This design comes from an exercise in tuning for small area, a short achievable clock period and few clock cycles per item on the open sky130 flow, not from production work.
Function was checked by simulation only, so behaviour that the tests miss may differ from the original.

## P
// expr_eval_top
module expr_eval_top (
	input  logic                     clk_2,
	input  logic                     rst_n,
	input  logic                     in_valid,
	input  expr_token_pkg::tok_val_t tok_in,
	input  logic                     op_flag,
	input  logic                     mode,
	output logic                     out_valid,
	output expr_token_pkg::result_t  result
);
For scale: roughly 2,200 cells after synthesis, roughly 400 flip-flops, about 0.024 sq mm of cells after synthesis.
==> flow/config.mk <==
export PLATFORM = sky130hd
export DESIGN_NAME = expr_eval_top
export DESIGN_NICKNAME = expr_eval_top
export VERILOG_FILES = /design/flow/design.v
export SDC_FILE = /design/flow/constraint.sdc
export NUM_CORES = 4
export LEC_CHECK = 0
export CAP_MARGIN = 20
export CORE_MARGIN = 2
export CORE_UTILIZATION = 55
export PLACE_DENSITY = 0.75
export SLEW_MARGIN = 20
==> flow/constraint.sdc <==
create_clock -name core_clock -period 10.0 [get_ports {clk_2}]
set_input_delay 2.0000 -clock core_clock [delete_from_list [all_inputs] [get_ports {clk_2}]]
set_output_delay 2.0000 -clock core_clock [all_outputs]
set_load 0.01 [all_outputs]
standard.sh (not shown) runs the stock make flow with config.mk's settings and CLKGATE_MAP_FILE= SYNTH_SCRIPT=/design/flow/synth_recipe.tcl, a recipe that flattens the netlist after the stock synthesis.
==> flow/flow/run.sh <==
#!/bin/bash
# Standard layout, with timing repair aiming for more setup slack.
set -euo pipefail
bash standard.sh SETUP_SLACK_MARGIN=6 finish > standard_flow.log 2>&1
P went all the way through synthesis, placement and routing and the layout is clean on timing, DRC and antenna.
Testbench counts of P, summed over its fixed seeds: cycles 22,062, frames 1,600.
Inputs modified between P and Q:
Settings: TNS_END_PERCENT now 5, previously not set.
--- outcome ---
Looking at final instance count without filler cells, Q sits below P.
In the reports for P and Q, the larger sequential cell area share belongs to Q.
Comparing P against Q, there is no change at all in post-synthesis mux area share.
Clock buffer count shrinks by a little under 10% when moving from P to Q.
P and Q ended up with roughly the same source-to-sink clock delay at the later pin of the worst-skew pair.
Q against P: total of plain and repair buffers excluding clock buffers lost about 15%; pin count of the biggest net entering global routing lost 23%; portion of the clock cycle consumed by the worst path in the final layout picked up an extra 0.86 points.
[inputs] R vs Q
Settings: PLACE_DENSITY: 0.75 -> 0.85; CORE_UTILIZATION: 55 -> 60; TNS_END_PERCENT: 5 -> unset.
### Flow results
[compare] base=Q new=R: average detailed-routed wire length per instance saw an increase; die outline area saw a decrease; synthesized-area fraction occupied by adder cells saw little to no change; DRC violation count after routing saw little to no change. Global-route usage (higher): R. R -> Q: worst hold-check slack flat. Max met3 usage in global routing across Q and R: R.
Inputs modified between R and S:
Settings: changing CORE_UTILIZATION from 60 to 55; changing PLACE_DENSITY from 0.85 to 0.75; setting TNS_END_PERCENT to 5 for the first time.
==> flow/flow/run.sh <==
#!/bin/bash
# Standard layout, with timing repair aiming for more setup slack.
set -euo pipefail
bash standard.sh SETUP_SLACK_MARGIN=7 finish > standard_flow.log 2>&1
Notes after the runs:
The standard cells in S occupy more silicon area than those in R do. R vs S, endpoint of the most critical setup path: x[28] vs x[31]. Per the comparison of S with R, layout-stage area growth over the synthesis result has increased; worst hold slack neither gained nor lost much; register-to-register slack went down by 60 ps; share of the final layout cell area in sequential cells -1.2 points. Per the comparison of S with R, count of clock-buffer cells in the layout fell 3; number of buffers other than clock buffers in the final layout increased by 40% relative to the old numbers; wire length saw little to no change.

========
Setup of build 70:
Another version of the RTL of expr_eval_top (not shown whole).
Size in the first run: ~2300 cells after synthesis, about 400 flip-flops.
export LEC_CHECK = 0
export CAP_MARGIN = 20
export CORE_MARGIN = 2
export CORE_UTILIZATION = 60
export PLACE_DENSITY = 0.85
export SLEW_MARGIN = 20
create_clock -name core_clock -period 10.0 [get_ports {clk_2}]
==> flow/flow/run.sh <==
#!/bin/bash
# Standard layout, with timing repair aiming for more setup slack.
set -euo pipefail
bash standard.sh SETUP_SLACK_MARGIN=6 finish > standard_flow.log 2>&1
Looking at the reports, build 70 completed the entire flow and the layout it produced met the timing, design-rule and antenna checks.
Testbench counts of build 70, summed over its fixed seeds: cycles 22,062, frames 1,600.
Here is what was changed in the inputs of build 43 compared with build 70.
# build 70
export LEC_CHECK = 0
export CAP_MARGIN = 20
export CORE_MARGIN = 2
export CORE_UTILIZATION = 60
export PLACE_DENSITY = 0.85
export SLEW_MARGIN = 20
create_clock -name core_clock -period 10.0 [get_ports {clk_2}]
# build 43
export LEC_CHECK = 0
export CAP_MARGIN = 20
export CORE_MARGIN = 2
export CORE_UTILIZATION = 55
export PLACE_DENSITY = 0.75
export SLEW_MARGIN = 20
create_clock -name core_clock -period 10.0 [get_ports {clk_2}]
Notes after the runs:
- Total wire length after detailed routing (build 43 vs. build 70) decreases by a few percent
- Build 70 → build 43: global-route usage moved down, final cell count up 57, worst hold-check slack moved down, count of clock-buffer cells in the layout now larger, met3 wire length moved down.
- Going from build 70 to build 43, the sequential share of layout area was found to have gone down by 0.27 points.
Input-level comparison between build 79 and build 43:
# build 43
export LEC_CHECK = 0
export CAP_MARGIN = 20
export CORE_MARGIN = 2
export CORE_UTILIZATION = 55
export PLACE_DENSITY = 0.75
export SLEW_MARGIN = 20
create_clock -name core_clock -period 10.0 [get_ports {clk_2}]
# build 79
export LEC_CHECK = 0
export CAP_MARGIN = 20
export CORE_MARGIN = 2
export CORE_UTILIZATION = 55
export PLACE_DENSITY = 0.75
export SLEW_MARGIN = 20
export TNS_END_PERCENT = 5
create_clock -name core_clock -period 10.0 [get_ports {clk_2}]
==> flow/flow/run.sh <==
#!/bin/bash
# Standard layout, with timing repair aiming for more setup slack.
set -euo pipefail
bash standard.sh SETUP_SLACK_MARGIN=7 finish > standard_flow.log 2>&1
Findings:
Diff build 43 -> build 79: wire length rose by 1.2%, count of clock-buffer cells in the layout decreased 8, final instance area went up by about 2.5%, flip-flop and latch share of the layout cell area moved down.
Global-route usage: build 79 vs build 43 — no meaningful difference
Between build 79 and build 43, the portion of the clock cycle consumed by the worst path in the final layout is lower for build 43.
Reported for build 79 and build 43, number of max-slew violations in the final report turned out identical to the last digit.

========
expr_eval_top, a different RTL version from the one above (not shown whole).
Size: roughly 2,900 cells after synthesis, ~400 flip-flops, about 41 I/O pins, ~26,000 um^2 of cells after synthesis.
==> flow/design.v (excerpt) <==
module expr_eval_top (
	input  logic                     clk_2,
	input  logic                     rst_n,
	input  logic                     in_valid,
	input  expr_token_pkg::tok_val_t tok_in,
	input  logic                     op_flag,
	input  logic                     mode,
	output logic                     out_valid,
	output expr_token_pkg::result_t  result
);
==> flow/config.mk <==
export PLATFORM = sky130hd
export DESIGN_NAME = expr_eval_top
export DESIGN_NICKNAME = expr_eval_top
export VERILOG_FILES = /design/flow/design.v
export SDC_FILE = /design/flow/constraint.sdc
export NUM_CORES = 4
export LEC_CHECK = 0
export CAP_MARGIN = 20
export CORE_MARGIN = 2
export CORE_UTILIZATION = 55
export PLACE_DENSITY = 0.75
export SLEW_MARGIN = 20
export TNS_END_PERCENT = 5
==> flow/constraint.sdc <==
create_clock -name core_clock -period 10.0 [get_ports {clk_2}]
set_input_delay 2.0000 -clock core_clock [delete_from_list [all_inputs] [get_ports {clk_2}]]
set_output_delay 2.0000 -clock core_clock [all_outputs]
set_load 0.01 [all_outputs]
==> flow/flow/run.sh <==
#!/bin/bash
# Standard layout, with timing repair aiming for more setup slack.
set -euo pipefail
bash standard.sh SETUP_SLACK_MARGIN=7 finish > standard_flow.log 2>&1
Testbench counts at the start, summed over its fixed seeds: cycles 21,040, frames 1,600.
Then changed:
CORE_UTILIZATION = 40   (was 55)
PLACE_DENSITY = default   (was 0.75)
TNS_END_PERCENT = default   (was 5)
After rerunning: Wire length goes up by 10%; synthesized area stays the same; via count is higher by 0.49%; clock-buffer cell count went up by 3; hold slack hardly moves; final cell count came out higher by 10%; critical path depth came out higher by 4.

========
v6:
expr_eval_top, a different RTL version from the one above (not shown whole).
For scale: ~2,400 cells after synthesis, ~410 flip-flops, about 41 I/O pins, roughly 0.025 mm^2 of cells after synthesis.
Settings: LEC_CHECK=0, CAP_MARGIN=20, CORE_MARGIN=2, CORE_UTILIZATION=55, PLACE_DENSITY=0.75, SLEW_MARGIN=20; clock period 10.0 ns.
==> flow/flow/run.sh <==
#!/bin/bash
# Standard layout, with timing repair aiming for more setup slack.
set -euo pipefail
bash standard.sh SETUP_SLACK_MARGIN=6 finish > standard_flow.log 2>&1
Testbench counts of v6, summed over its fixed seeds: cycles 22,062, frames 1,600.
--- input diff v6..v7 ---
Settings: PLACE_DENSITY: 0.75 -> 0.85; CORE_UTILIZATION: 55 -> 60.
Notes after the runs:
Area: v7 vs v6 -> v7 smaller
Looking at worst relative slew slack, v7 sits 1.4 points above v6.
v7 vs. v6: core outline area now sits lower, worst-case hold slack now sits at about the same level.
Sequential share of layout area (higher): v7
The run showing the greater worst setup slack is v6.
Relative to v6, the peak clock frequency supported by timing measured on v7 has decreased by a few percent.

========
Another version of the RTL of expr_eval_top (not shown whole).
For scale: about 2,400 cells after synthesis, roughly 400 flip-flops, roughly 41 I/O pins.
Settings: LEC_CHECK=0, CAP_MARGIN=20, CORE_MARGIN=2, CORE_UTILIZATION=55, PLACE_DENSITY=0.75, SLEW_MARGIN=20, TNS_END_PERCENT=5; clock period 10.0 ns.
==> flow/flow/run.sh <==
#!/bin/bash
# Standard layout, with timing repair aiming for more setup slack.
set -euo pipefail
bash standard.sh SETUP_SLACK_MARGIN=7 finish > standard_flow.log 2>&1
The first run completed without violations.
Testbench counts at the start, summed over its fixed seeds: cycles 22,062, frames 1,600.
Edit:
==> flow/flow/run.sh (replaced) <==
#!/bin/bash
# Standard layout, with timing repair aiming for more setup slack.
set -euo pipefail
bash standard.sh SETUP_SLACK_MARGIN=6 finish > standard_flow.log 2>&1
- TNS_END_PERCENT: 5 -> not set
Result:
- The new run went through all stages and came out clean
- design area is about the same
- setup slack gets worse by 57 ps

## what the ideal ports hide
The results above use ideal ports. As a check the final layouts listed here were re-extracted and re-timed, cells and wires unchanged.
Step 1, drivers: a clkbuf_16 drives clk_2 and a buf_2 each remaining input, both assumed.
Step 2, shift: input delay + t, output delay - t, t = (earliest + latest rising clock arrival at the registers) / 2. This alone moves slack from input paths to output paths.
Three values: ideal ports, drivers, drivers and shift; two values: the first two.
run | t, ns | slack for setup (ns) | worst setup path at the end
P | 0.631 | 5.979 / 5.927 / 5.511 | input to register
Q | 0.625 | 5.893 / 5.839 / 5.342 | input to register
R | 0.608 | 5.944 / 5.932 / 5.470 | input to register
S | 0.629 | 5.889 / 5.889 / 5.414 | input to register
build 70 | 0.631 | 5.846 / 5.846 / 5.399 | input to register
build 43 | 0.629 | 5.855 / 5.855 / 5.396 | input to register
build 79 | 0.629 | 5.833 / 5.778 / 5.376 | input to register
the first run of note 3 | 0.667 | 5.760 / 5.760 / 5.153 | input to register
the second run of note 3 | 0.653 | 5.653 / 5.653 / 5.048 | input to register
v6 | 0.641 | 6.018 / 5.964 / 5.647 | input to register
v7 | 0.641 | 5.890 / 5.890 / 5.410 | input to register
the first run of note 5 | 0.646 | 5.617 / 5.617 / 5.028 | input to register
the second run of note 5 | 0.641 | 5.560 / 5.560 / 4.986 | input to register
After both steps every run listed still meets setup and hold. The setup slack of the first run of note 3, which loses most, moves by 0.000 ns with the drivers and by -0.607 ns with both steps.
